Context: an optimization exercise on an open-source flow, tuned for small area and few clock cycles. The choices shown serve that exercise and are no tape-out recipe. Function was checked by simulation only, so behaviour that the tests miss may differ from the original. Power and IR drop assume default switching activity.

harbor:
==> module mvuTop, before the edit <==
module mvuTop (
	input  logic                           clk,
	input  logic                           rst,
	input  logic                           wWr,
	input  logic [mvuPkg::FOLD_WIDTH-1:0]  wAddr,
	input  logic [mvuPkg::WTILE_WIDTH-1:0] wData,
	input  logic [mvuPkg::FOLD_WIDTH-1:0]  foldCount,
	input  logic                           aStrobe,
	input  logic [mvuPkg::ATILE_WIDTH-1:0] aData,
	input  logic                           aPad,
	output logic                           outVld,
	output logic [mvuPkg::OUT_WIDTH-1:0]   outData,
	output logic [mvuPkg::LANE_WIDTH-1:0]  outLane,
	output logic                           hold
);
	localparam int N = QDEPTH;
	localparam int OW = $clog2(N + 1);
	logic [WTILE_WIDTH-1:0] mem [8];
	always_ff @(posedge clk) begin
		if (wWr)
			mem[wAddr] <= wData;
	end
	logic [7:0] pos;
	logic       atEnd;
	logic       atStart;
	assign atEnd = pos[foldCount];
	assign atStart = pos[0];
	always_ff @(posedge clk) begin
		if (rst)
			pos <= 8'd1;
		else if (aStrobe)
			pos <= atEnd ? 8'd1 : {pos[6:0], 1'b0};
	end
	logic [WTILE_WIDTH-1:0] w;
	logic [ATILE_WIDTH-1:0] av;
	logic [9:0]             rowA [2];
	logic [9:0]             rowB [2];
	logic [9:0]             csA [2];
	logic [9:0]             csB [2];
	logic                   firstA;	 
	logic                   lastA;	 
	always_comb begin
		w = '0;
		for (int k = 0; k < 8; k++)
			w = w | (pos[k] ? mem[k] : '0);
	end
	assign av = (aStrobe && !aPad) ? aData : '0;
	for (genvar pe = 0; pe < 2; pe++) begin : g_pe
		dotCS dotCS_i (
			.w    (w[pe*16 +: 16]),
			.a    (av),
			.rowA (rowA[pe]),
			.rowB (rowB[pe])
		);
	end
	always_ff @(posedge clk) begin
		for (int pe = 0; pe < 2; pe++) begin
			csA[pe] <= rowA[pe];
			csB[pe] <= rowB[pe];
		end
	end
	always_ff @(posedge clk) begin
		if (rst) begin
			firstA <= 1'b0;
			lastA <= 1'b0;
		end else begin
			firstA <= aStrobe && atStart;
			lastA <= aStrobe && atEnd;
		end
	end
	logic signed [ACC_WIDTH-1:0] acc [2];
	logic signed [ACC_WIDTH-1:0] accNext [2];
	always_comb begin
		for (int pe = 0; pe < 2; pe++)
			accNext[pe] = (firstA ? '0 : acc[pe]) + ACC_WIDTH'(csA[pe]) + ACC_WIDTH'(csB[pe])
				- ACC_WIDTH'(480);
	end
	always_ff @(posedge clk) begin
		for (int pe = 0; pe < 2; pe++)
			acc[pe] <= accNext[pe];
	end
	function automatic logic [OUT_WIDTH-1:0] requant(input logic signed [ACC_WIDTH-1:0] v);
		if (v[ACC_WIDTH-1])
			requant = '0;
		else if (|v[ACC_WIDTH-2:OUT_WIDTH+2])
			requant = '1;
		else
			requant = v[OUT_WIDTH+1:2];
	endfunction
	logic [OUT_WIDTH-1:0] q [N];
	logic [OW-1:0]        occ;
	logic [OW-1:0]        base;
	logic [OW-1:0]        occNext;
	logic [OW-1:0]        occAfter;
	logic                 lane;
	assign base = occ - OW'(occ != '0);
	assign occNext = base + (lastA ? OW'(2) : OW'(0));
	assign occAfter = occNext - OW'(occNext != '0);
	always_ff @(posedge clk) begin
		for (int i = 0; i < N; i++) begin
			if (lastA && OW'(i) == base)
				q[i] <= requant(accNext[0]);
			else if (lastA && OW'(i) == base + 1'b1)
				q[i] <= requant(accNext[1]);
			else if (i < N - 1)
				q[i] <= q[i + 1];
		end
	end
	always_ff @(posedge clk) begin
		if (rst) begin
			occ <= '0;
			lane <= 1'b0;
		end else begin
			occ <= occNext;
			if (occ != '0)
				lane <= !lane;
		end
	end
	assign outVld = (occ != '0);
	assign outData = q[0];
	assign outLane = lane;
	assign hold = (32'(occAfter) + 2 > N);
endmodule
Settings: LEC_CHECK=0, CAP_MARGIN=20, CORE_MARGIN=2, CORE_UTILIZATION=40, SLEW_MARGIN=20; clock period 5.0 ns.
run.sh (not shown) runs the stock make flow with config.mk's settings and CLKGATE_MAP_FILE= SYNTH_SCRIPT=/design/flow/synth_recipe.tcl, a recipe that flattens the netlist after the stock synthesis.
Every stage of the flow completed for harbor, and the final layout passed the timing, DRC and antenna checks.
Testbench counts of harbor, summed over its fixed seeds: cycles 9,873.
For tundra, these inputs were changed with respect to harbor:
--- a/flow/design.v
+++ b/flow/design.v
@@ -226,14 +226,12 @@
 			mem[wAddr] <= wData;
 	end
-	logic [7:0] pos;
-	logic       atEnd;
-	logic       atStart;
-	assign atEnd = pos[foldCount];
-	assign atStart = pos[0];
+	logic [FOLD_WIDTH-1:0] foldCnt;
+	logic                  atEnd;
+	assign atEnd = (foldCnt == foldCount);
 	always_ff @(posedge clk) begin
 		if (rst)
-			pos <= 8'd1;
+			foldCnt <= '0;
 		else if (aStrobe)
-			pos <= atEnd ? 8'd1 : {pos[6:0], 1'b0};
+			foldCnt <= atEnd ? '0 : foldCnt + 1'b1;
 	end
 	logic [WTILE_WIDTH-1:0] w;
@@ -245,9 +243,5 @@
 	logic                   firstA;	 
 	logic                   lastA;	 
-	always_comb begin
-		w = '0;
-		for (int k = 0; k < 8; k++)
-			w = w | (pos[k] ? mem[k] : '0);
-	end
+	assign w = mem[foldCnt];
 	assign av = (aStrobe && !aPad) ? aData : '0;
 	for (genvar pe = 0; pe < 2; pe++) begin : g_pe
@@ -270,5 +264,5 @@
 			lastA <= 1'b0;
 		end else begin
-			firstA <= aStrobe && atStart;
+			firstA <= aStrobe && (foldCnt == '0);
 			lastA <= aStrobe && atEnd;
 		end
==> comparison <==
- Across both runs, final sequential cell count was lower for tundra than for harbor.
- As of tundra, maximum frequency had risen slightly compared to harbor.
- Setup slack was higher in tundra than in harbor.
- tundra: final period demand of the worst path 0.020 ns below harbor
- Delta(number of cells on the critical path, tundra - harbor) > 0
- Of tundra and harbor, the lower power share of the clock group belongs to tundra.
- Compared with harbor, tundra shows met2 wirelength from detailed routing that has gone down by a few percent.
- Total global routing track utilization was lower in tundra than in harbor.
- Taking harbor over tundra, the via count ratio works out to 1.06.
- On area growth from synthesis to layout, the higher figure sits with tundra, not harbor.
Testbench counts of tundra, summed over its fixed seeds: cycles 9,873.

## static timing again, ports no longer ideal
No port has a modelled driver above. Below, the same layouts with a new extraction and two added sets of constraints.
Step 1, drivers: a clkbuf_16 drives clk and a buf_2 each remaining input, both assumed.
Step 2 moves the port delays by t, midway between the first and last clock arrival at a register: inputs arrive t later, outputs are due t later. That takes back most of the time a late clock gives input paths.
Slacks: no drivers / after step 1 / after step 2; pairs: no drivers / after step 1.
| run | t, ns | setup WS [ns] | worst hold slack (ns) | slew at the worst register clock pin (ns) | worst data-port slew with drivers (ns) |
|---|---|---|---|---|---|
| harbor | 0.581 | 0.178 / 0.139 / -0.442 | 0.424 / 0.424 / 0.424 | 0.06 / 0.06 | 0.09 |
| tundra | 0.589 | 0.198 / 0.224 / -0.365 | 0.477 / 0.477 / 0.477 | 0.06 / 0.06 | 0.07 |
With both steps, setup timing fails in harbor and tundra, where it was met with ideal ports. For harbor, which loses most, drivers alone change the setup slack by -0.039 ns; drivers and shift together by -0.620 ns.
